Background: an optimization exercise with open tools, aiming at small area and a short achievable clock period. Do not read the settings as production practice.
The RTL was checked by simulation tests, not by an equivalence proof against the original design.
Power is estimated from default activity; no workload was simulated.

<file path="constraint.sdc">
create_clock -name core_clock -period 9.0 [get_ports {clock}]
set_input_delay 1.8000 -clock core_clock [delete_from_list [all_inputs] [get_ports {clock}]]
set_output_delay 1.8000 -clock core_clock [all_outputs]
set_load 0.01 [all_outputs]
</file>
<file path="design.v">
package dla_pkg;
    localparam int DIM_WID   = 6;
    localparam int DEPTH_WID = 4;
    localparam int SHIFT_WID = 5;
    localparam int ADDR_WID  = 16;
    localparam int SUM_WID   = 36;
endpackage
`timescale 1ns/100ps
import dla_pkg::*;
module tile_sequencer (
    input  logic                 clock,
    input  logic                 rst,
    input  logic                 tile_start,
    input  logic [DIM_WID-1:0]   tile_length,
    input  logic [DIM_WID-1:0]   tile_height,
    input  logic [DEPTH_WID-1:0] valid_num,
    input  logic [SHIFT_WID-1:0] qtf_shift,
    input  logic                 beat_valid,
    input  logic [15:0]          ifm_pixel,
    input  logic [127:0]         wgt_vec,
    output logic                 busy,
    output logic                 v1,
    output logic                 f1,
    output logic                 l1,
    output logic                 e1,
    output logic                 t1,
    output logic [7:0]           neg1,
    output logic [7:0]           one1,
    output logic [7:0]           two1,
    output logic [127:0]         w1,
    output logic [SHIFT_WID-1:0] sh1
);
    logic [DIM_WID-1:0]   len_m1;
    logic [DEPTH_WID-1:0] vn_m1;
    logic [SHIFT_WID-1:0] sh_cfg;
    logic [DEPTH_WID-1:0] beat_left;
    logic [DIM_WID-1:0]   col_left;
    logic [DIM_WID-1:0]   row_left;
    logic                 first_f;
    logic accept, beat_last, col_last, row_last;
    logic [7:0] neg0, one0, two0;
    assign accept    = busy && beat_valid;
    assign beat_last = (beat_left == '0);
    assign col_last  = (col_left == '0);
    assign row_last  = (row_left == '0);
    always_ff @(posedge clock) begin
        if (rst) begin
            busy <= 1'b0;
        end else if (!busy) begin
            busy <= tile_start;
        end else if (accept && beat_last && col_last && row_last) begin
            busy <= 1'b0;
        end
    end
    always_ff @(posedge clock) begin
        if (!busy) begin
            if (tile_start) begin
                len_m1    <= tile_length - DIM_WID'(1);
                vn_m1     <= valid_num - DEPTH_WID'(1);
                sh_cfg    <= qtf_shift;
                beat_left <= valid_num - DEPTH_WID'(1);
                col_left  <= tile_length - DIM_WID'(1);
                row_left  <= tile_height - DIM_WID'(1);
                first_f   <= 1'b1;
            end
        end else if (accept) begin
            first_f <= beat_last;
            if (!beat_last) begin
                beat_left <= beat_left - DEPTH_WID'(1);
            end else begin
                beat_left <= vn_m1;
                if (!col_last) begin
                    col_left <= col_left - DIM_WID'(1);
                end else begin
                    col_left <= len_m1;
                    row_left <= row_left - DIM_WID'(1);
                end
            end
        end
    end
    always_ff @(posedge clock) begin
        if (rst) begin
            v1 <= 1'b0;
        end else begin
            v1 <= accept;
        end
    end
    booth_enc u_enc (.x(ifm_pixel), .neg(neg0), .one(one0), .two(two0));
    always_ff @(posedge clock) begin
        f1   <= first_f;
        l1   <= beat_last;
        e1   <= col_last;
        t1   <= col_last && row_last;
        neg1 <= neg0;
        one1 <= one0;
        two1 <= two0;
        w1   <= wgt_vec;
        sh1  <= sh_cfg;
    end
endmodule
`timescale 1ns/100ps
import dla_pkg::*;
module mac_row (
    input  logic                            clock,
    input  logic                            rst,
    input  logic                            v1,
    input  logic                            f1,
    input  logic                            l1,
    input  logic [7:0]                      neg1,
    input  logic [7:0]                      one1,
    input  logic [7:0]                      two1,
    input  logic [127:0]                    w1,
    input  logic [127:0]                    bias,
    output logic                            pv3,
    output logic [7:0][SUM_WID-1:0]         acc
);
    logic                          v2, f2, l2;
    logic [7:0][SUM_WID-1:0]       ps, pc, ps2, pc2;
    for (genvar i = 0; i < 8; i++) begin : g_lane
        booth_mul u_mul (
            .neg (neg1),
            .one (one1),
            .two (two1),
            .w   (w1[16*i +: 16]),
            .ps  (ps[i]),
            .pc  (pc[i])
        );
    end
    always_ff @(posedge clock) begin
        if (rst) begin
            v2 <= 1'b0;
        end else begin
            v2 <= v1;
        end
    end
    always_ff @(posedge clock) begin
        f2  <= f1;
        l2  <= l1;
        ps2 <= ps;
        pc2 <= pc;
    end
    always_ff @(posedge clock) begin
        if (rst) begin
            pv3 <= 1'b0;
        end else begin
            pv3 <= v2 && l2;
        end
    end
    for (genvar i = 0; i < 8; i++) begin : g_acc
        logic [SUM_WID-1:0] base, xs, xc;
        assign base = f2 ? SUM_WID'($signed(bias[16*i +: 16])) : acc[i];
        assign xs   = base ^ ps2[i] ^ pc2[i];
        assign xc   = ((base & ps2[i]) | (pc2[i] & (base ^ ps2[i]))) << 1;
        always_ff @(posedge clock) begin
            if (v2) begin
                acc[i] <= xs + xc;
            end
        end
    end
endmodule
module booth_enc (
    input  logic [15:0] x,
    output logic [7:0] neg,
    output logic [7:0] one,
    output logic [7:0] two
);
    wire [16:0] xe = {x, 1'b0};
    genvar j;
    for (j = 0; j < 8; j++) begin : g_dig
        assign neg[j] = xe[2*j+2];
        assign one[j] = xe[2*j+1] ^ xe[2*j];
        assign two[j] = (xe[2*j+2] & ~xe[2*j+1] & ~xe[2*j]) | (~xe[2*j+2] & xe[2*j+1] & xe[2*j]);
    end
endmodule
module booth_mul (
    input  logic [7:0] neg,
    input  logic [7:0] one,
    input  logic [7:0] two,
    input  logic [15:0] w,
    output logic [35:0] ps,
    output logic [35:0] pc
);
    wire [16:0] we = {w[15], w};
    wire [16:0] we2 = {w, 1'b0};
    wire [16:0] pp0 = (({17{one[0]}} & we) | ({17{two[0]}} & we2)) ^ {17{neg[0]}};
    wire [16:0] pp1 = (({17{one[1]}} & we) | ({17{two[1]}} & we2)) ^ {17{neg[1]}};
    wire [16:0] pp2 = (({17{one[2]}} & we) | ({17{two[2]}} & we2)) ^ {17{neg[2]}};
    wire [16:0] pp3 = (({17{one[3]}} & we) | ({17{two[3]}} & we2)) ^ {17{neg[3]}};
    wire [16:0] pp4 = (({17{one[4]}} & we) | ({17{two[4]}} & we2)) ^ {17{neg[4]}};
    wire [16:0] pp5 = (({17{one[5]}} & we) | ({17{two[5]}} & we2)) ^ {17{neg[5]}};
    wire [16:0] pp6 = (({17{one[6]}} & we) | ({17{two[6]}} & we2)) ^ {17{neg[6]}};
    wire [16:0] pp7 = (({17{one[7]}} & we) | ({17{two[7]}} & we2)) ^ {17{neg[7]}};
    wire hs0 = pp0[10] ^ pp1[8];
    wire hc0 = pp0[10] & pp1[8];
    wire hs1 = pp0[11] ^ pp1[9];
    wire hc1 = pp0[11] & pp1[9];
    wire fs2 = pp0[12] ^ pp1[10] ^ pp2[8];
    wire fc2 = (pp0[12] & pp1[10]) | (pp2[8] & (pp0[12] ^ pp1[10]));
    wire hs3 = pp3[6] ^ pp4[4];
    wire hc3 = pp3[6] & pp4[4];
    wire fs4 = pp0[13] ^ pp1[11] ^ pp2[9];
    wire fc4 = (pp0[13] & pp1[11]) | (pp2[9] & (pp0[13] ^ pp1[11]));
    wire hs5 = pp3[7] ^ pp4[5];
    wire hc5 = pp3[7] & pp4[5];
    wire fs6 = pp0[14] ^ pp1[12] ^ pp2[10];
    wire fc6 = (pp0[14] & pp1[12]) | (pp2[10] & (pp0[14] ^ pp1[12]));
    wire fs7 = pp3[8] ^ pp4[6] ^ pp5[4];
    wire fc7 = (pp3[8] & pp4[6]) | (pp5[4] & (pp3[8] ^ pp4[6]));
    wire hs8 = pp6[2] ^ pp7[0];
    wire hc8 = pp6[2] & pp7[0];
    wire fs9 = pp0[15] ^ pp1[13] ^ pp2[11];
    wire fc9 = (pp0[15] & pp1[13]) | (pp2[11] & (pp0[15] ^ pp1[13]));
    wire fs10 = pp3[9] ^ pp4[7] ^ pp5[5];
    wire fc10 = (pp3[9] & pp4[7]) | (pp5[5] & (pp3[9] ^ pp4[7]));
    wire hs11 = pp6[3] ^ pp7[1];
    wire hc11 = pp6[3] & pp7[1];
    wire fs12 = ~pp0[16] ^ pp1[14] ^ pp2[12];
    wire fc12 = (~pp0[16] & pp1[14]) | (pp2[12] & (~pp0[16] ^ pp1[14]));
    wire fs13 = pp3[10] ^ pp4[8] ^ pp5[6];
    wire fc13 = (pp3[10] & pp4[8]) | (pp5[6] & (pp3[10] ^ pp4[8]));
    wire fs14 = pp6[4] ^ pp7[2] ^ 1'b1;
    wire fc14 = (pp6[4] & pp7[2]) | (1'b1 & (pp6[4] ^ pp7[2]));
    wire fs15 = pp1[15] ^ pp2[13] ^ pp3[11];
    wire fc15 = (pp1[15] & pp2[13]) | (pp3[11] & (pp1[15] ^ pp2[13]));
    wire fs16 = pp4[9] ^ pp5[7] ^ pp6[5];
    wire fc16 = (pp4[9] & pp5[7]) | (pp6[5] & (pp4[9] ^ pp5[7]));
    wire hs17 = pp7[3] ^ 1'b1;
    wire hc17 = pp7[3] & 1'b1;
    wire fs18 = ~pp1[16] ^ pp2[14] ^ pp3[12];
    wire fc18 = (~pp1[16] & pp2[14]) | (pp3[12] & (~pp1[16] ^ pp2[14]));
    wire fs19 = pp4[10] ^ pp5[8] ^ pp6[6];
    wire fc19 = (pp4[10] & pp5[8]) | (pp6[6] & (pp4[10] ^ pp5[8]));
    wire fs20 = pp2[15] ^ pp3[13] ^ pp4[11];
    wire fc20 = (pp2[15] & pp3[13]) | (pp4[11] & (pp2[15] ^ pp3[13]));
    wire hs21 = pp5[9] ^ pp6[7];
    wire hc21 = pp5[9] & pp6[7];
    wire fs22 = ~pp2[16] ^ pp3[14] ^ pp4[12];
    wire fc22 = (~pp2[16] & pp3[14]) | (pp4[12] & (~pp2[16] ^ pp3[14]));
    wire hs23 = pp3[15] ^ pp4[13];
    wire hc23 = pp3[15] & pp4[13];
    wire hs24 = pp0[6] ^ pp1[4];
    wire hc24 = pp0[6] & pp1[4];
    wire hs25 = pp0[7] ^ pp1[5];
    wire hc25 = pp0[7] & pp1[5];
    wire fs26 = pp0[8] ^ pp1[6] ^ pp2[4];
    wire fc26 = (pp0[8] & pp1[6]) | (pp2[4] & (pp0[8] ^ pp1[6]));
    wire hs27 = pp3[2] ^ pp4[0];
    wire hc27 = pp3[2] & pp4[0];
    wire fs28 = pp0[9] ^ pp1[7] ^ pp2[5];
    wire fc28 = (pp0[9] & pp1[7]) | (pp2[5] & (pp0[9] ^ pp1[7]));
    wire hs29 = pp3[3] ^ pp4[1];
    wire hc29 = pp3[3] & pp4[1];
    wire fs30 = hs0 ^ pp2[6] ^ pp3[4];
    wire fc30 = (hs0 & pp2[6]) | (pp3[4] & (hs0 ^ pp2[6]));
    wire fs31 = pp4[2] ^ pp5[0] ^ neg[5];
    wire fc31 = (pp4[2] & pp5[0]) | (neg[5] & (pp4[2] ^ pp5[0]));
    wire fs32 = hc0 ^ hs1 ^ pp2[7];
    wire fc32 = (hc0 & hs1) | (pp2[7] & (hc0 ^ hs1));
    wire fs33 = pp3[5] ^ pp4[3] ^ pp5[1];
    wire fc33 = (pp3[5] & pp4[3]) | (pp5[1] & (pp3[5] ^ pp4[3]));
    wire fs34 = hc1 ^ fs2 ^ hs3;
    wire fc34 = (hc1 & fs2) | (hs3 & (hc1 ^ fs2));
    wire fs35 = pp5[2] ^ pp6[0] ^ neg[6];
    wire fc35 = (pp5[2] & pp6[0]) | (neg[6] & (pp5[2] ^ pp6[0]));
    wire fs36 = fc2 ^ hc3 ^ fs4;
    wire fc36 = (fc2 & hc3) | (fs4 & (fc2 ^ hc3));
    wire fs37 = hs5 ^ pp5[3] ^ pp6[1];
    wire fc37 = (hs5 & pp5[3]) | (pp6[1] & (hs5 ^ pp5[3]));
    wire fs38 = fc4 ^ hc5 ^ fs6;
    wire fc38 = (fc4 & hc5) | (fs6 & (fc4 ^ hc5));
    wire fs39 = fs7 ^ hs8 ^ neg[7];
    wire fc39 = (fs7 & hs8) | (neg[7] & (fs7 ^ hs8));
    wire fs40 = fc6 ^ fc7 ^ hc8;
    wire fc40 = (fc6 & fc7) | (hc8 & (fc6 ^ fc7));
    wire fs41 = fs9 ^ fs10 ^ hs11;
    wire fc41 = (fs9 & fs10) | (hs11 & (fs9 ^ fs10));
    wire fs42 = fc9 ^ fc10 ^ hc11;
    wire fc42 = (fc9 & fc10) | (hc11 & (fc9 ^ fc10));
    wire fs43 = fs12 ^ fs13 ^ fs14;
    wire fc43 = (fs12 & fs13) | (fs14 & (fs12 ^ fs13));
    wire fs44 = fc12 ^ fc13 ^ fc14;
    wire fc44 = (fc12 & fc13) | (fc14 & (fc12 ^ fc13));
    wire fs45 = fs15 ^ fs16 ^ hs17;
    wire fc45 = (fs15 & fs16) | (hs17 & (fs15 ^ fs16));
    wire fs46 = fc15 ^ fc16 ^ hc17;
    wire fc46 = (fc15 & fc16) | (hc17 & (fc15 ^ fc16));
    wire fs47 = fs18 ^ fs19 ^ pp7[4];
    wire fc47 = (fs18 & fs19) | (pp7[4] & (fs18 ^ fs19));
    wire fs48 = fc18 ^ fc19 ^ fs20;
    wire fc48 = (fc18 & fc19) | (fs20 & (fc18 ^ fc19));
    wire fs49 = hs21 ^ pp7[5] ^ 1'b1;
    wire fc49 = (hs21 & pp7[5]) | (1'b1 & (hs21 ^ pp7[5]));
    wire fs50 = fc20 ^ hc21 ^ fs22;
    wire fc50 = (fc20 & hc21) | (fs22 & (fc20 ^ hc21));
    wire fs51 = pp5[10] ^ pp6[8] ^ pp7[6];
    wire fc51 = (pp5[10] & pp6[8]) | (pp7[6] & (pp5[10] ^ pp6[8]));
    wire fs52 = fc22 ^ hs23 ^ pp5[11];
    wire fc52 = (fc22 & hs23) | (pp5[11] & (fc22 ^ hs23));
    wire fs53 = pp6[9] ^ pp7[7] ^ 1'b1;
    wire fc53 = (pp6[9] & pp7[7]) | (1'b1 & (pp6[9] ^ pp7[7]));
    wire fs54 = hc23 ^ ~pp3[16] ^ pp4[14];
    wire fc54 = (hc23 & ~pp3[16]) | (pp4[14] & (hc23 ^ ~pp3[16]));
    wire fs55 = pp5[12] ^ pp6[10] ^ pp7[8];
    wire fc55 = (pp5[12] & pp6[10]) | (pp7[8] & (pp5[12] ^ pp6[10]));
    wire fs56 = pp4[15] ^ pp5[13] ^ pp6[11];
    wire fc56 = (pp4[15] & pp5[13]) | (pp6[11] & (pp4[15] ^ pp5[13]));
    wire hs57 = pp7[9] ^ 1'b1;
    wire hc57 = pp7[9] & 1'b1;
    wire fs58 = ~pp4[16] ^ pp5[14] ^ pp6[12];
    wire fc58 = (~pp4[16] & pp5[14]) | (pp6[12] & (~pp4[16] ^ pp5[14]));
    wire hs59 = pp5[15] ^ pp6[13];
    wire hc59 = pp5[15] & pp6[13];
    wire hs60 = pp0[4] ^ pp1[2];
    wire hc60 = pp0[4] & pp1[2];
    wire hs61 = pp0[5] ^ pp1[3];
    wire hc61 = pp0[5] & pp1[3];
    wire fs62 = hs24 ^ pp2[2] ^ pp3[0];
    wire fc62 = (hs24 & pp2[2]) | (pp3[0] & (hs24 ^ pp2[2]));
    wire fs63 = hc24 ^ hs25 ^ pp2[3];
    wire fc63 = (hc24 & hs25) | (pp2[3] & (hc24 ^ hs25));
    wire fs64 = hc25 ^ fs26 ^ hs27;
    wire fc64 = (hc25 & fs26) | (hs27 & (hc25 ^ fs26));
    wire fs65 = fc26 ^ hc27 ^ fs28;
    wire fc65 = (fc26 & hc27) | (fs28 & (fc26 ^ hc27));
    wire fs66 = fc28 ^ hc29 ^ fs30;
    wire fc66 = (fc28 & hc29) | (fs30 & (fc28 ^ hc29));
    wire fs67 = fc30 ^ fc31 ^ fs32;
    wire fc67 = (fc30 & fc31) | (fs32 & (fc30 ^ fc31));
    wire fs68 = fc32 ^ fc33 ^ fs34;
    wire fc68 = (fc32 & fc33) | (fs34 & (fc32 ^ fc33));
    wire fs69 = fc34 ^ fc35 ^ fs36;
    wire fc69 = (fc34 & fc35) | (fs36 & (fc34 ^ fc35));
    wire fs70 = fc36 ^ fc37 ^ fs38;
    wire fc70 = (fc36 & fc37) | (fs38 & (fc36 ^ fc37));
    wire fs71 = fc38 ^ fc39 ^ fs40;
    wire fc71 = (fc38 & fc39) | (fs40 & (fc38 ^ fc39));
    wire fs72 = fc40 ^ fc41 ^ fs42;
    wire fc72 = (fc40 & fc41) | (fs42 & (fc40 ^ fc41));
    wire fs73 = fc42 ^ fc43 ^ fs44;
    wire fc73 = (fc42 & fc43) | (fs44 & (fc42 ^ fc43));
    wire fs74 = fc44 ^ fc45 ^ fs46;
    wire fc74 = (fc44 & fc45) | (fs46 & (fc44 ^ fc45));
    wire fs75 = fc46 ^ fc47 ^ fs48;
    wire fc75 = (fc46 & fc47) | (fs48 & (fc46 ^ fc47));
    wire fs76 = fc48 ^ fc49 ^ fs50;
    wire fc76 = (fc48 & fc49) | (fs50 & (fc48 ^ fc49));
    wire fs77 = fc50 ^ fc51 ^ fs52;
    wire fc77 = (fc50 & fc51) | (fs52 & (fc50 ^ fc51));
    wire fs78 = fc52 ^ fc53 ^ fs54;
    wire fc78 = (fc52 & fc53) | (fs54 & (fc52 ^ fc53));
    wire fs79 = fc54 ^ fc55 ^ fs56;
    wire fc79 = (fc54 & fc55) | (fs56 & (fc54 ^ fc55));
    wire fs80 = fc56 ^ hc57 ^ fs58;
    wire fc80 = (fc56 & hc57) | (fs58 & (fc56 ^ hc57));
    wire fs81 = fc58 ^ hs59 ^ pp7[11];
    wire fc81 = (fc58 & hs59) | (pp7[11] & (fc58 ^ hs59));
    wire fs82 = hc59 ^ ~pp5[16] ^ pp6[14];
    wire fc82 = (hc59 & ~pp5[16]) | (pp6[14] & (hc59 ^ ~pp5[16]));
    wire hs83 = pp6[15] ^ pp7[13];
    wire hc83 = pp6[15] & pp7[13];
    wire hs84 = pp0[2] ^ pp1[0];
    wire hc84 = pp0[2] & pp1[0];
    wire hs85 = pp0[3] ^ pp1[1];
    wire hc85 = pp0[3] & pp1[1];
    wire fs86 = hs60 ^ pp2[0] ^ neg[2];
    wire fc86 = (hs60 & pp2[0]) | (neg[2] & (hs60 ^ pp2[0]));
    wire fs87 = hc60 ^ hs61 ^ pp2[1];
    wire fc87 = (hc60 & hs61) | (pp2[1] & (hc60 ^ hs61));
    wire fs88 = hc61 ^ fs62 ^ neg[3];
    wire fc88 = (hc61 & fs62) | (neg[3] & (hc61 ^ fs62));
    wire fs89 = fc62 ^ fs63 ^ pp3[1];
    wire fc89 = (fc62 & fs63) | (pp3[1] & (fc62 ^ fs63));
    wire fs90 = fc63 ^ fs64 ^ neg[4];
    wire fc90 = (fc63 & fs64) | (neg[4] & (fc63 ^ fs64));
    wire fs91 = fc64 ^ fs65 ^ hs29;
    wire fc91 = (fc64 & fs65) | (hs29 & (fc64 ^ fs65));
    wire fs92 = fc65 ^ fs66 ^ fs31;
    wire fc92 = (fc65 & fs66) | (fs31 & (fc65 ^ fs66));
    wire fs93 = fc66 ^ fs67 ^ fs33;
    wire fc93 = (fc66 & fs67) | (fs33 & (fc66 ^ fs67));
    wire fs94 = fc67 ^ fs68 ^ fs35;
    wire fc94 = (fc67 & fs68) | (fs35 & (fc67 ^ fs68));
    wire fs95 = fc68 ^ fs69 ^ fs37;
    wire fc95 = (fc68 & fs69) | (fs37 & (fc68 ^ fs69));
    wire fs96 = fc69 ^ fs70 ^ fs39;
    wire fc96 = (fc69 & fs70) | (fs39 & (fc69 ^ fs70));
    wire fs97 = fc70 ^ fs71 ^ fs41;
    wire fc97 = (fc70 & fs71) | (fs41 & (fc70 ^ fs71));
    wire fs98 = fc71 ^ fs72 ^ fs43;
    wire fc98 = (fc71 & fs72) | (fs43 & (fc71 ^ fs72));
    wire fs99 = fc72 ^ fs73 ^ fs45;
    wire fc99 = (fc72 & fs73) | (fs45 & (fc72 ^ fs73));
    wire fs100 = fc73 ^ fs74 ^ fs47;
    wire fc100 = (fc73 & fs74) | (fs47 & (fc73 ^ fs74));
    wire fs101 = fc74 ^ fs75 ^ fs49;
    wire fc101 = (fc74 & fs75) | (fs49 & (fc74 ^ fs75));
    wire fs102 = fc75 ^ fs76 ^ fs51;
    wire fc102 = (fc75 & fs76) | (fs51 & (fc75 ^ fs76));
    wire fs103 = fc76 ^ fs77 ^ fs53;
    wire fc103 = (fc76 & fs77) | (fs53 & (fc76 ^ fs77));
    wire fs104 = fc77 ^ fs78 ^ fs55;
    wire fc104 = (fc77 & fs78) | (fs55 & (fc77 ^ fs78));
    wire fs105 = fc78 ^ fs79 ^ hs57;
    wire fc105 = (fc78 & fs79) | (hs57 & (fc78 ^ fs79));
    wire fs106 = fc79 ^ fs80 ^ pp7[10];
    wire fc106 = (fc79 & fs80) | (pp7[10] & (fc79 ^ fs80));
    wire fs107 = fc80 ^ fs81 ^ 1'b1;
    wire fc107 = (fc80 & fs81) | (1'b1 & (fc80 ^ fs81));
    wire fs108 = fc81 ^ fs82 ^ pp7[12];
    wire fc108 = (fc81 & fs82) | (pp7[12] & (fc81 ^ fs82));
    wire fs109 = fc82 ^ hs83 ^ 1'b1;
    wire fc109 = (fc82 & hs83) | (1'b1 & (fc82 ^ hs83));
    wire fs110 = hc83 ^ ~pp6[16] ^ pp7[14];
    wire fc110 = (hc83 & ~pp6[16]) | (pp7[14] & (hc83 ^ ~pp6[16]));
    wire hs111 = pp7[15] ^ 1'b1;
    wire hc111 = pp7[15] & 1'b1;
    assign ps = {1'b1, 1'b1, 1'b1, 1'b1, 1'b1, hc111, fc110, fc109, fc108, fc107, fc106, fc105, fc104, fc103, fc102, fc101, fc100, fc99, fc98, fc97, fc96, fc95, fc94, fc93, fc92, fc91, fc90, fc89, fc88, fc87, fc86, hc85, hc84, hs84, pp0[1], pp0[0]};
    assign pc = {1'b0, 1'b0, 1'b0, 1'b0, 1'b0, ~pp7[16], hs111, fs110, fs109, fs108, fs107, fs106, fs105, fs104, fs103, fs102, fs101, fs100, fs99, fs98, fs97, fs96, fs95, fs94, fs93, fs92, fs91, fs90, fs89, fs88, fs87, fs86, hs85, neg[1], 1'b0, neg[0]};
endmodule
`timescale 1ns/100ps
import dla_pkg::*;
module qtf_unit (
    input  logic                     clock,
    input  logic                     rst,
    input  logic                     pv3,
    input  logic [7:0][SUM_WID-1:0]  acc,
    input  logic [SHIFT_WID-1:0]     sh3,
    output logic                     pv4,
    output logic [7:0][15:0]         q4
);
    logic [SUM_WID-17:0] keep;
    always_comb begin
        for (int k = 0; k <= SUM_WID - 17; k++) begin
            keep[k] = (k >= int'(sh3));
        end
    end
    always_ff @(posedge clock) begin
        if (rst) begin
            pv4 <= 1'b0;
        end else begin
            pv4 <= pv3;
        end
    end
    for (genvar i = 0; i < 8; i++) begin : g_lane
        logic signed [SUM_WID-1:0] s, t;
        logic                      sgn, ovf;
        assign s   = $signed(acc[i]);
        assign sgn = s[SUM_WID-1];
        assign t   = s >>> sh3;
        assign ovf = |((s[SUM_WID-2:15] ^ {(SUM_WID-16){sgn}}) & keep);
        always_ff @(posedge clock) begin
            q4[i] <= ovf ? {sgn, {15{~sgn}}} : t[15:0];
        end
    end
endmodule
`timescale 1ns/100ps
import dla_pkg::*;
module glb_writer (
    input  logic                  clock,
    input  logic                  rst,
    input  logic [ADDR_WID-1:0]   of_base_addr,
    input  logic [ADDR_WID-1:0]   of_page_length,
    input  logic                  pv4,
    input  logic                  e4,
    input  logic                  t4,
    input  logic [127:0]          q4,
    output logic                  of_wr_en,
    output logic [ADDR_WID-1:0]   of_wr_addr,
    output logic [127:0]          of_wr_data,
    output logic                  tile_done
);
    logic                nf;         
    logic                peor;       
    logic [ADDR_WID-1:0] row_base;   
    logic [ADDR_WID-1:0] ax, ay, an;
    assign ax = nf ? of_base_addr : (peor ? row_base : of_wr_addr);
    assign ay = nf ? '0 : (peor ? of_page_length : ADDR_WID'(1));
    assign an = ax + ay;
    always_ff @(posedge clock) begin
        if (rst) begin
            of_wr_en  <= 1'b0;
            tile_done <= 1'b0;
            nf        <= 1'b1;
        end else begin
            of_wr_en  <= pv4;
            tile_done <= pv4 && t4;
            if (pv4) begin
                nf <= t4;
            end
        end
    end
    always_ff @(posedge clock) begin
        of_wr_data <= q4;
        if (pv4) begin
            peor       <= e4;
            of_wr_addr <= an;
            if (nf || peor) begin
                row_base <= an;
            end
        end
    end
endmodule
`timescale 1ns/100ps
import dla_pkg::*;
module dla_core #(
    parameter int SIZE     = 8,
    parameter int DATA_WID = 16,
    parameter int ACC_WID  = 40
) (
    input  logic                          clock,
    input  logic                          rst,
    input  logic                          tile_start,
    input  logic [DIM_WID-1:0]            tile_length,
    input  logic [DIM_WID-1:0]            tile_height,
    input  logic [DEPTH_WID-1:0]          valid_num,
    input  logic [SHIFT_WID-1:0]          qtf_shift,
    input  logic [SIZE*DATA_WID-1:0]      bias,
    output logic                          busy,
    input  logic                          beat_valid,
    input  logic signed [DATA_WID-1:0]    ifm_pixel,
    input  logic [SIZE*DATA_WID-1:0]      wgt_vec,
    input  logic [ADDR_WID-1:0]           of_base_addr,
    input  logic [ADDR_WID-1:0]           of_page_length,
    output logic                          of_wr_en,
    output logic [ADDR_WID-1:0]           of_wr_addr,
    output logic [SIZE*DATA_WID-1:0]      of_wr_data,
    output logic                          tile_done
);
    logic                    v1, f1, l1, e1, t1;
    logic [7:0]              neg1, one1, two1;
    logic [127:0]            w1;
    logic [SHIFT_WID-1:0]    sh1, sh2, sh3;
    logic                    e2, t2, e3, t3, e4, t4;
    logic                    pv3, pv4;
    logic [7:0][SUM_WID-1:0] acc;
    logic [7:0][15:0]        q4;
    tile_sequencer u_tile_sequencer (
        .clock       (clock),
        .rst         (rst),
        .tile_start  (tile_start),
        .tile_length (tile_length),
        .tile_height (tile_height),
        .valid_num   (valid_num),
        .qtf_shift   (qtf_shift),
        .beat_valid  (beat_valid),
        .ifm_pixel   (ifm_pixel),
        .wgt_vec     (wgt_vec),
        .busy        (busy),
        .v1          (v1),
        .f1          (f1),
        .l1          (l1),
        .e1          (e1),
        .t1          (t1),
        .neg1        (neg1),
        .one1        (one1),
        .two1        (two1),
        .w1          (w1),
        .sh1         (sh1)
    );
    mac_row u_mac_row (
        .clock (clock),
        .rst   (rst),
        .v1    (v1),
        .f1    (f1),
        .l1    (l1),
        .neg1  (neg1),
        .one1  (one1),
        .two1  (two1),
        .w1    (w1),
        .bias  (bias),
        .pv3   (pv3),
        .acc   (acc)
    );
    always_ff @(posedge clock) begin
        e2  <= e1;
        t2  <= t1;
        e3  <= e2;
        t3  <= t2;
        e4  <= e3;
        t4  <= t3;
        sh2 <= sh1;
        sh3 <= sh2;
    end
    qtf_unit u_qtf_unit (
        .clock (clock),
        .rst   (rst),
        .pv3   (pv3),
        .acc   (acc),
        .sh3   (sh3),
        .pv4   (pv4),
        .q4    (q4)
    );
    glb_writer u_glb_writer (
        .clock          (clock),
        .rst            (rst),
        .of_base_addr   (of_base_addr),
        .of_page_length (of_page_length),
        .pv4            (pv4),
        .e4             (e4),
        .t4             (t4),
        .q4             (q4),
        .of_wr_en       (of_wr_en),
        .of_wr_addr     (of_wr_addr),
        .of_wr_data     (of_wr_data),
        .tile_done      (tile_done)
    );
endmodule
</file>
<file path="config.mk">
export PLATFORM = sky130hd
export DESIGN_NAME = dla_core
export DESIGN_NICKNAME = dla_core
export VERILOG_FILES = /design/flow/design.v
export SDC_FILE = /design/flow/constraint.sdc
export NUM_CORES = 4
export LEC_CHECK = 0
export CAP_MARGIN = 20
export CORE_MARGIN = 2
export CORE_UTILIZATION = 40
export SLEW_MARGIN = 20
</file>
<file path="run.sh">
#!/bin/bash
# synth_recipe.tcl (not shown) runs the flow's synth.tcl, then flattens the netlist and writes it again
# the make line also repeats each setting of config.mk as NAME=value (left out here)
make -C /OpenROAD-flow-scripts/flow DESIGN_CONFIG=/design/flow/config.mk WORK_HOME=/design/flow/orfs CLKGATE_MAP_FILE= SYNTH_SCRIPT=/design/flow/synth_recipe.tcl finish
</file>
==> flow_summary.ini, run 1 <==
[clock_network]
cts_buffer_depth = 4
clk_pin_slew_worst_paths_ns = 0.07
cts_max_level = 4
postCtsSetupRepairBufs = 0
cts.sinks = 1270
cts_buffers = 166
root_buffer = clkbuf_16
quantity_of_hold_fixing_buffers_added_after_cts = 0
cts_tree = yes
cts_repair_resize_count = 0
worstSkewPairLatency_ns = 0.87

[floorplanning]
die_boundary_height_um = 521
start_util = 0.403
design.die.area_sq_um = 272000
fp-row-count = 189
chipWidth_um = 521
design.core.area_sq_um = 266000
pin_count = 476

[setup_path]
critical_path_arrival_ns = 6.47
worstSetupPathType = flip-flop to flip-flop
worst-path-max-fanout = 55
cp_slowest_stage_delay_ns = 0.80
cell_mode_on_critical_path = a21oi_1
cp.required_ns = 9.65
crit_family = compound AO/OA/AOI/OAI gates
critical_path.n_buffers_inverters = 1
timing.critical_path.cells = buf_4 -> mux2_2 -> ha_1 -> ha_1 -> fa_1 -> a21oi_1 -> nor3b_1 -> o2111ai_1 -> a21oi_1 -> a21oi_1 -> o21bai_1 -> a2111oi_0 -> nor3_1 -> o311ai_1
worstSetupEndpointType = flip-flop
kind_of_start_point_of_the_critical_path = flip-flop
worst_path_max_delay_cell = dfxtp_4

[synthesis]
synth.top_cells.by_count = inv_1, a22oi_1, xnor2_1
netlist.area_leader.share = 0.172
netlist_top_cells_area = dfxtp_1, fa_1, edfxtp_1
synth.largest_area_cell = dfxtp_1
synth_ff_type = dfxtp_1
synth_seq_cells = 1270
yosys.cell_types.count = 100
post_synth.cell_area_avg_sq_um = 10.5
syn-instance-count = 10200
synth_edf_count = 353
ys_seq_area_frac = 0.271
synth.net_count = 12000
synth-async-reset-ratio = 0
syn_area_sq_um = 107000
post-synth-top-count-cell = inv_1
synth-warning-count = 5

[outcome]
run_status = finished clean

[sta]
worst_tran_pin_value_ns = 1.21
max_freq_ghz = 0.172
grt_setup_unrepaired = no
post-route-period-util = 0.647
slew_headroom = 0.193
worst_clock_skew_ns = 0.0555
hold_viol = 0
timing.hold.ws_ns = 0.306
period_needed_ns = 5.82
final.setup.worst_slack_ns = 3.18
timing.final.max_slew_violations = 0
final_setup_violation_count = 0
totalNegativeSetupSlack_ns = 0

[min_path]
worst_hold_path_type = flip-flop to flip-flop

[global_routing]
pin_count_of_the_biggest_net_entering_global_routing = 130
global_route_overflow = 0
grt_pass1_wl_um = 573000
via_count_of_the_first_global_routing_pass = 80600
grt_antenna_before_repair = 29
overall_fraction_of_global_route_tracks_in_use = 0.283

[route]
post-route-drc-count = 0
detail_route.wirelength_um = 395000
routed_vias_inst = 5.96
detail_route.first_pass.iterations = 12
dr_total_vias = 82000
drt_iter0_drc = 9932
routed_wire_length_per_instance_um = 28.7
antenna_violating_nets_post_route = 0

[placed_design]
dp_hpwl_um = 291000
io_buffer_count = 475
post_dp_cell_area_sq_um = 114000
placed_cells_incl_taps = 13500
post_place_worst_slack_ns = 2.28
gp_congestion = 0.960

[cells_and_area]
ff_latch_area_sq_um = 29100
num-fill-cells = 24700
layout-area-overhead-vs-synth_pct = 11.7
final_cells = 13800
drive_above_1_share = 0.0932
final_util = 0.450
fin_area_sq_um = 119000
multiInputGateArea_sq_um = 70100
finalNetCount = 11800

[power_and_ir_drop]
ir_worst_vdd_uv = 255
total_power_mw = 42.9
power_per_cell_area_nw_per_um2 = 359
power_leakage_nw = 48.7

[job]
cap_violations = 0
-- kinds of logic after synthesis --
group / share of synthesized area
AOI/OAI and AO/OA: 0.148
buffers and inverters: 0.0740
adders and majority gates: 0.228
xor gates and xnor gates: 0.114
DFF: 0.271
and+or+nand+nor: 0.0425
muxes: 0.124
-- flip-flops by register name (all words and copies together), names as in the netlist, 4 cells and up --
name / cells
u_mac_row.acc: 288
u_mac_row.ps2: 248
u_mac_row.pc2: 226
u_glb_writer.of_wr_data: 128
u_qtf_unit.q4: 128
u_tile_sequencer.w1: 128
u_glb_writer.of_wr_addr: 16
u_glb_writer.row_base: 16
u_tile_sequencer.neg1: 8
u_tile_sequencer.one1: 8
u_tile_sequencer.two1: 8
u_tile_sequencer.col_left: 6
u_tile_sequencer.len_m1: 6
u_tile_sequencer.row_left: 6
sh2: 5
sh3: 5
u_tile_sequencer.sh1: 5
u_tile_sequencer.sh_cfg: 5
u_tile_sequencer.beat_left: 4
u_tile_sequencer.vn_m1: 4
-- worst register-to-register path, stage by stage, from the launching register on --
cell and delay, ns:
dfxtp_4 0.80, buf_4 0.76, mux2_2 0.43, ha_1 0.29, ha_1 0.26, fa_1 0.47, a21oi_1 0.20, nor3b_1 0.12
o2111ai_1 0.25, a21oi_1 0.19, a21oi_1 0.39, o21bai_1 0.17, a2111oi_0 0.74, nor3_1 0.20, o311ai_1 0.36
-- path summary, 6_finish.rpt --
check	startpoint	end	slack, ns	depth (start not counted)
min	u_qtf_unit.q4[107]$_DFF_P_	u_glb_writer.of_wr_data[107]$_DFF_P_	0.31	0
max reg2reg	u_mac_row.f2$_DFF_P_	u_mac_row.acc[95]$_DFFE_PP_	3.18	14
max	u_mac_row.f2$_DFF_P_	u_mac_row.acc[95]$_DFFE_PP_	3.18	14
min reg2reg	u_qtf_unit.q4[107]$_DFF_P_	u_glb_writer.of_wr_data[107]$_DFF_P_	0.31	0
-- cells in the final DEF (no fill, tap or decap), types with 104 or more instances in the layout --
master              n
a21o_1            152
a21oi_1           332
a22oi_1           974
buf_4             104
clkbuf_16         178
clkdlybuf4s50_1   475
dfxtp_1           886
edfxtp_1          353
fa_1              913
ha_1              485
inv_1            1151
mux2_2            134
mux2i_1           395
mux4_2            347
nand2_1           348
nor2_1            199
o21ai_0           333
xnor2_1           973
xor2_1            417
-- report_power, final --
group	internal (mW)	switching [mW]	leakage, nW
registers	8.39	1.98	10.9
logic	10.7	14.9	35.0
clock network	4.16	2.79	2.77
-- final cells by class --
cell class              instances  area share
inverters                    1156      0.0364
clock inverters                71     0.00665
well taps                    3533      0.0370
multi-input cells            6903       0.587
clock buffers                 227      0.0406
diodes                          5    0.000105
repair buffers                594      0.0488
flip-flops and latches       1270       0.243
-- per-layer routing --
| metal | routed length, um | up-vias | track usage |
|---|---|---|---|
| met3 | 48900 | 639 | 0.0831 |
| met1 | 182000 | 41100 | 0.439 |
| met4 | 13200 | 14 | 0.0859 |
| met5 | 94 | - | 0 |
| met2 | 150000 | 4986 | 0.368 |
| li1 | - | 35200 | - |
==> run 2: changes to the inputs <==
--- a/design.v
+++ b/design.v
@@ -116,6 +116,7 @@
 );
     logic                          v2, f2, l2;
     logic [7:0][SUM_WID-1:0]       ps, pc, ps2, pc2;
+    logic [127:0]                  bias_r;
     for (genvar i = 0; i < 8; i++) begin : g_lane
         booth_mul u_mul (
             .neg (neg1),
@@ -138,6 +139,7 @@
         l2  <= l1;
         ps2 <= ps;
         pc2 <= pc;
+        bias_r <= bias;
     end
     always_ff @(posedge clock) begin
         if (rst) begin
@@ -148,7 +150,7 @@
     end
     for (genvar i = 0; i < 8; i++) begin : g_acc
         logic [SUM_WID-1:0] base, xs, xc;
-        assign base = f2 ? SUM_WID'($signed(bias[16*i +: 16])) : acc[i];
+        assign base = f2 ? SUM_WID'($signed(bias_r[16*i +: 16])) : acc[i];
         assign xs   = base ^ ps2[i] ^ pc2[i];
         assign xc   = ((base & ps2[i]) | (pc2[i] & (base ^ ps2[i]))) << 1;
         always_ff @(posedge clock) begin
@@ -473,8 +475,13 @@
     logic                peor;       
     logic [ADDR_WID-1:0] row_base;   
     logic [ADDR_WID-1:0] ax, ay, an;
-    assign ax = nf ? of_base_addr : (peor ? row_base : of_wr_addr);
-    assign ay = nf ? '0 : (peor ? of_page_length : ADDR_WID'(1));
+    logic [ADDR_WID-1:0] base_r, page_r;
+    always_ff @(posedge clock) begin
+        base_r <= of_base_addr;
+        page_r <= of_page_length;
+    end
+    assign ax = nf ? base_r : (peor ? row_base : of_wr_addr);
+    assign ay = nf ? '0 : (peor ? page_r : ADDR_WID'(1));
     assign an = ax + ay;
     always_ff @(posedge clock) begin
         if (rst) begin
--- a/config.mk
+++ b/config.mk
@@ -8,4 +8,5 @@
 export CAP_MARGIN = 20
 export CORE_MARGIN = 2
 export CORE_UTILIZATION = 40
+export SETUP_SLACK_MARGIN = 4.5
 export SLEW_MARGIN = 20
==> flow_summary.ini, run 2 <==
[global_routing]
via_count_of_the_first_global_routing_pass = 82200
grt_antenna_before_repair = 30
grt_pass1_wl_um = 581000
global_route_overflow = 0
pin_count_of_the_biggest_net_entering_global_routing = 146
overall_fraction_of_global_route_tracks_in_use = 0.280

[floorplanning]
start_util = 0.402
design.core.area_sq_um = 273000
fp-row-count = 192
design.die.area_sq_um = 278000
die_boundary_height_um = 528
pin_count = 476
chipWidth_um = 528

[cells_and_area]
drive_above_1_share = 0.106
layout-area-overhead-vs-synth_pct = 13.1
finalNetCount = 12000
leading_cell_types_in_the_layout_fill_and_taps_excluded = inv_1, dfxtp_1, a22oi_1, xnor2_1, fa_1
ff_latch_area_sq_um = 32300
most_flop_heavy_register = u_mac_row.acc
largest_reg_flops = 288
largest_registers = u_mac_row.acc x288, u_mac_row.ps2 x248, u_mac_row.pc2 x226
multiInputGateArea_sq_um = 70400
num-fill-cells = 25100
layout_commonest_cell = inv_1

[sta]
grt_setup_unrepaired = yes
max_freq_ghz = 0.220
worst_tran_pin_value_ns = 1.21
totalNegativeSetupSlack_ns = 0
timing.final.max_slew_violations = 0
slew_headroom = 0.189
period_needed_ns = 4.56
post-route-period-util = 0.506
hold_viol = 0
final_setup_violation_count = 0
worst_clock_skew_ns = 0.0606

[synthesis]
post_synth.cell_area_avg_sq_um = 10.6
synth.largest_area_cell = dfxtp_1
syn-instance-count = 10400
ys_seq_area_frac = 0.293
synth_ff_type = dfxtp_1
xor_xnor_cell_area_share_of_the_yosys_netlist = 0.111
netlist.area_leader.share = 0.197
synth_seq_cells = 1430
post_synth_mux_area_share = 0.116
synth-compound-area-share = 0.146
synth-simple-area-share = 0.0413
yosys.cell_types.count = 89
synth-async-reset-ratio = 0
synth-warning-count = 5
post-synth-top-count-cell = inv_1
synth_fa_ha_area_frac = 0.222
synth.top_cells.by_count = inv_1, dfxtp_1, a22oi_1
main_combinational_cell_family_by_area_after_synthesis = adder cells
netlist_top_cells_area = dfxtp_1, fa_1, edfxtp_1
synth_edf_count = 353
synth.net_count = 12100
syn_area_sq_um = 110000

[placed_design]
dp_hpwl_um = 294000
gp_congestion = 1.02
io_buffer_count = 475

[power_and_ir_drop]
clockPowerShare = 0.164
ir_worst_vdd_uv = 198
total_power_mw = 44.7
seq_power_share = 0.251
power.net_switching_mw = 20.1
power_leakage_nw = 50.6
power_per_cell_area_nw_per_um2 = 360
comb_pwr_share = 0.585
internal_power_mw = 24.6
sw_frac_of_total = 0.451

[setup_path]
worst-path-max-fanout = 7
worstSetupPathType = flip-flop to flip-flop
r2r-start = u_mac_row.acc[233]$_DFFE_PP_
worstSetupEndpointType = flip-flop
kind_of_start_point_of_the_critical_path = flip-flop
timing.reg2reg.worst_path_depth = 12
r2r_slack_ns = 4.44
cp.required_ns = 9.62
critical_path_arrival_ns = 5.17
crit-reg2reg-capture = u_mac_row.acc[250]$_DFFE_PP_

[job]
cap_violations = 0

[clock_network]
clk_pin_slew_worst_paths_ns = 0.06
cts_buffers = 175
worstSkewPairLatency_ns = 0.88
cts_max_level = 4
cts.sinks = 1430
cts_buffer_depth = 4
quantity_of_hold_fixing_buffers_added_after_cts = 0
root_buffer = clkbuf_16
cts_tree = yes

[min_path]
worst_hold_path_type = flip-flop to flip-flop
worst_min_path_start = u_qtf_unit.q4[111]$_DFF_P_
min_path_cells = 0
timing.hold.worst_endpoint = u_glb_writer.of_wr_data[111]$_DFF_P_

[route]
routed_vias_inst = 5.95
post-route-drc-count = 0
antenna_violating_nets_post_route = 0
dr_total_vias = 83500
routed_wire_length_per_instance_um = 28.6
detail_route.wirelength_um = 402000
drt_iter0_drc = 11200
detail_route.first_pass.iterations = 7

[outcome]
run_status = finished clean
-- run 2: cell count changes after synthesis, moves of 11 or more --
cell and change:
clkbuf_1 +12, a21o_1 +16, mux2i_1 -67, a31oi_1 +12, a222oi_1 -11, xor2_1 +13
xnor2_1 -13, o21ai_0 +39, dfxtp_1 +160
-- run 2: per-layer routing --
layer,global-route usage,vias up,wire length [um]
met5,0.00294,-,238
met4,0.0834,22,13600
met3,0.0872,746,50400
met2,0.372,5046,155000
met1,0.426,41900,183000
li1,-,35800,-
-- run 2: worst max-delay path by stage --
stage | startpoint | to | slack (ns) | cells after the start
CTS | u_mac_row.f2$_DFF_P_ | u_mac_row.acc[107]$_DFFE_PP_ | 4.37 | 15
global route | u_mac_row.f2$_DFF_P_ | u_mac_row.acc[249]$_DFFE_PP_ | 4.40 | 16
global placement | u_mac_row.f2$_DFF_P_ | u_mac_row.acc[136]$_DFFE_PP_ | 3.69 | 14
floorplan | u_mac_row.f2$_DFF_P_ | u_mac_row.acc[35]$_DFFE_PP_ | 4.49 | 18
finish | u_mac_row.acc[233]$_DFFE_PP_ | u_mac_row.acc[250]$_DFFE_PP_ | 4.44 | 12
detailed placement | u_mac_row.f2$_DFF_P_ | u_mac_row.acc[107]$_DFFE_PP_ | 3.61 | 15
-- run 2: kinds of logic (layout without fill, tap and decap cells) --
family,count (synthesis),count (layout)
AOI/OAI and AO/OA,2345,2345
xor gates and xnor gates,1390,1390
adders and majority gates,1398,1398
buffers and inverters,2039,2111
DFF,1430,1430
muxes,811,811
other,0,4
and+or+nand+nor,951,951
-- run 2: critical path, cell delays in order, from the launching register on --
cell and delay, ns:
edfxtp_1 0.89, inv_1 0.51, o21ai_0 0.42, fa_1 0.48, ha_1 0.41, nand4_1 0.11, o21ai_0 0.30, a21oi_4 0.08
a21oi_2 0.35, a41o_1 0.32, a311o_1 0.22, a21oi_1 0.08, xnor2_1 0.13
-- run 2: power groups by stage --
stage          sequential (mW)  clock [mW]  combinational (mW)
2_1_floorplan             9.89           0                17.9
3_3_place_gp              11.2           0                24.0
3_5_place_dp              11.3           0                24.4
4_1_cts                   11.1        7.52                25.0
5_1_grt                   11.3        7.77                28.8
6_report                  11.2        7.35                26.1
-- run 2: stage by stage --
stage | instances | hold WS (ns) | area [sq um] | utilization | setup WS [ns]
after floorplan | 10400 | 0.310 | 110000 | - | 4.49
after global placement | 13600 | 0.312 | 117000 | 0.427 | 3.69
after detailed placement | 13600 | 0.312 | 117000 | 0.427 | 3.61
after CTS | 14000 | 0.302 | 123000 | 0.451 | 4.37
after global routing | 14000 | 0.313 | 124000 | 0.454 | 4.40
final | 14000 | 0.307 | 124000 | 0.454 | 4.44
-- run 2: what timing repair did --
action | 4_1_cts | 5_1_grt
setup endpoints to repair | 229 | 122
setup buffers | 22 | 21
gates cloned | 5 | 4
pin swaps | 12 | 27
resized for setup | 68 | 99
-- run 2: final cells by class --
cell class | instances | area share
antenna | 4 | 0.0000807
tap | 3589 | 0.0362
multi-input combinational | 6895 | 0.568
inverter | 1145 | 0.0348
clock buffer | 249 | 0.0422
sequential | 1430 | 0.260
timing repair buffer | 642 | 0.0530
clock inverter | 75 | 0.00582
==> run 3: changes to the inputs <==
--- a/config.mk
+++ b/config.mk
@@ -8,5 +8,4 @@
 export CAP_MARGIN = 20
 export CORE_MARGIN = 2
 export CORE_UTILIZATION = 40
-export SETUP_SLACK_MARGIN = 4.5
 export SLEW_MARGIN = 20
==> flow_summary.ini, run 3 <==
[clock_network]
cts_buffer_depth = 4
quantity_of_hold_fixing_buffers_added_after_cts = 0
worstSkewPairLatency_ns = 0.89
cts_buffers = 177
cts_max_level = 4
cts.sinks = 1430
postCtsSetupRepairBufs = 0
cts_tree = yes
clk_pin_slew_worst_paths_ns = 0.06
root_buffer = clkbuf_16
cts_repair_resize_count = 0

[sta]
max_freq_ghz = 0.177
worst_tran_pin_value_ns = 1.25
slew_headroom = 0.164
hold_viol = 0
totalNegativeSetupSlack_ns = 0
grt_setup_unrepaired = no
timing.final.max_slew_violations = 0
period_needed_ns = 5.65
worst_clock_skew_ns = 0.0811
post-route-period-util = 0.628
final_setup_violation_count = 0

[power_and_ir_drop]
total_power_mw = 43.4
power_per_cell_area_nw_per_um2 = 354
power_leakage_nw = 50.2
ir_worst_vdd_uv = 198

[placed_design]
dp_hpwl_um = 295000
io_buffer_count = 475
gp_congestion = 0.981

[synthesis]
synth_ff_type = dfxtp_1
synth.net_count = 12100
synth.top_cells.by_count = inv_1, dfxtp_1, a22oi_1
synth_seq_cells = 1430
post_synth.cell_area_avg_sq_um = 10.6
post-synth-top-count-cell = inv_1
netlist.area_leader.share = 0.197
netlist_top_cells_area = dfxtp_1, fa_1, edfxtp_1
yosys.cell_types.count = 89
synth-async-reset-ratio = 0
ys_seq_area_frac = 0.293
syn_area_sq_um = 110000
syn-instance-count = 10400
synth-warning-count = 5
synth.largest_area_cell = dfxtp_1
synth_edf_count = 353

[min_path]
worst_hold_path_type = flip-flop to flip-flop

[job]
cap_violations = 0

[floorplanning]
design.core.area_sq_um = 273000
start_util = 0.402
pin_count = 476
design.die.area_sq_um = 278000
fp-row-count = 192
chipWidth_um = 528
die_boundary_height_um = 528

[setup_path]
r2r_slack_ns = 3.35
critical_path_arrival_ns = 6.29
cp.required_ns = 9.63
worst-path-max-fanout = 64
crit-reg2reg-capture = u_mac_row.acc[138]$_DFFE_PP_
crit_end = u_mac_row.acc[138]$_DFFE_PP_
r2r-start = u_mac_row.f2$_DFF_P_
timing.reg2reg.worst_path_depth = 14
crit_path_start = u_mac_row.f2$_DFF_P_
worstSetupEndpointType = flip-flop
worstSetupPathType = flip-flop to flip-flop
kind_of_start_point_of_the_critical_path = flip-flop

[route]
dr_total_vias = 82600
routed_wire_length_per_instance_um = 28.3
drt_iter0_drc = 9858
detail_route.first_pass.iterations = 8
detail_route.wirelength_um = 396000
routed_vias_inst = 5.90
antenna_violating_nets_post_route = 0
post-route-drc-count = 0

[global_routing]
overall_fraction_of_global_route_tracks_in_use = 0.277
grt_pass1_wl_um = 576000
global_route_overflow = 0
pin_count_of_the_biggest_net_entering_global_routing = 152
via_count_of_the_first_global_routing_pass = 82100
grt_antenna_before_repair = 25

[cells_and_area]
largest_reg_flops = 288
largest_registers = u_mac_row.acc x288, u_mac_row.ps2 x248, u_mac_row.pc2 x226
num-fill-cells = 25300
drive_above_1_share = 0.0951
layout_commonest_cell = inv_1
layout-area-overhead-vs-synth_pct = 12.0
leading_cell_types_in_the_layout_fill_and_taps_excluded = inv_1, dfxtp_1, a22oi_1, xnor2_1, fa_1
finalNetCount = 12000
most_flop_heavy_register = u_mac_row.acc

[outcome]
run_status = finished clean
[run 3: cell count changes in the layout (fill, tap and decap cells not counted), sizes merged]
cell / previous run / this run
buf: 162 / 123
clkbuf: 253 / 237
clkinv: 35 / 48
diode: 4 / 12
bufinv: 6 / 13
inv: 1173 / 1167
bufbuf: 1 / 0
[run 3: logic make-up after synthesis]
| kind of cell | after synthesis | synth area share |
|---|---|---|
| buf+inv | 2039 | 0.0708 |
| mux | 811 | 0.116 |
| compound gates | 2345 | 0.146 |
| xor+xnor | 1390 | 0.111 |
| fa+ha+maj | 1398 | 0.222 |
| simple gates | 951 | 0.0413 |
| flops | 1430 | 0.293 |
[run 3: where the power goes]
part,leakage [nW],internal (mW),switching (mW)
clock,3.02,4.44,3.04
combinational,34.9,10.5,14.2
sequential,12.3,9.12,2.12
[run 3: area by class of cell]
cell class | count | area [sq um] | area share
well taps | 3589 | 4490 | 0.0366
repair buffers | 598 | 5810 | 0.0473
inverters | 1145 | 4310 | 0.0351
clock inverters | 89 | 963 | 0.00784
clock buffers | 237 | 5150 | 0.0420
diodes | 12 | 30.0 | 0.000244
flip-flops and latches | 1430 | 32300 | 0.263
multi-input cells | 6895 | 69800 | 0.568
[run 3: routing by layer]
metal  routed length, um  GRT usage  vias up
met2              151000      0.363     4697
li1                    -          -    35700
met5                  24          0        -
met4               13700     0.0884        4
met1              183000      0.425    41600
met3               48400     0.0851      616
[run 3: through the flow]
stage	utilization	hold slack, ns	cell area [sq um]	std cells	setup slack (ns)
3_3_place_gp	0.427	0.312	117000	13700	3.49
3_5_place_dp	0.427	0.312	117000	13700	3.42
2_1_floorplan	-	0.310	110000	10400	1.72
5_1_grt	0.450	0.303	123000	14000	3.04
6_report	0.450	0.286	123000	14000	3.35
4_1_cts	0.450	0.281	123000	14000	3.40
[run 3: how the worst min path moves through the flow]
stage | from | endpoint | slack, ns | cells past startpoint
2_1_floorplan | u_tile_sequencer.e1$_DFF_P_ | e2$_DFF_P_ | 0.31 | 0
3_3_place_gp | u_qtf_unit.q4[92]$_DFF_P_ | u_glb_writer.of_wr_data[92]$_DFF_P_ | 0.31 | 0
3_5_place_dp | t2$_DFF_P_ | t3$_DFF_P_ | 0.31 | 0
4_1_cts | u_qtf_unit.q4[74]$_DFF_P_ | u_glb_writer.of_wr_data[74]$_DFF_P_ | 0.28 | 0
5_1_grt | u_qtf_unit.q4[74]$_DFF_P_ | u_glb_writer.of_wr_data[74]$_DFF_P_ | 0.30 | 0
6_report | u_qtf_unit.q4[74]$_DFF_P_ | u_glb_writer.of_wr_data[74]$_DFF_P_ | 0.29 | 0
[run 3: critical path, stage by stage, from the launching register on]
cell and delay [ns]:
dfxtp_4 0.77, buf_4 0.79, mux2_2 0.44, fa_1 0.46, ha_1 0.31, a21o_1 0.18, a21oi_1 0.27, o21ai_0 0.24
a221oi_2 0.48, o211ai_1 0.21, a221oi_1 0.51, nor3b_1 0.17, nor2_1 0.20, o21ai_0 0.14, xnor2_1 0.14

## afterwards: timing with drivers on the ports
How much do the figures lean on ideal ports? The routed layouts below were timed once more, with nothing changed but the port constraints.
Step 1, drivers: a clkbuf_16 drives clock and a buf_2 each remaining input, both assumed.
Step 2 moves the port delays by t, midway between the first and last clock arrival at a register: inputs arrive t later, outputs are due t later. That takes back most of the time a late clock gives input paths.
Three values: no drivers, after step 1, after step 2; two values: the first two.
run | t, ns | setup slack, ns | worst hold slack (ns) | latest minus earliest clock arrival (ns) | cell pins on the clock port's net
run 1 | 0.926 | 3.178 / 3.178 / 2.443 | 0.306 / 0.306 / 0.306 | 0.055 / 0.055 | 1
run 2 | 0.955 | 4.445 / 4.445 / 4.437 | 0.307 / 0.307 / 0.307 | 0.068 / 0.067 | 1
run 3 | 0.947 | 3.345 / 3.345 / 3.345 | 0.286 / 0.286 / 0.286 | 0.087 / 0.086 | 1
After both steps every run listed still meets setup and hold. The setup slack of run 1, which loses most, moves by 0.000 ns with the drivers and by -0.735 ns with both steps.
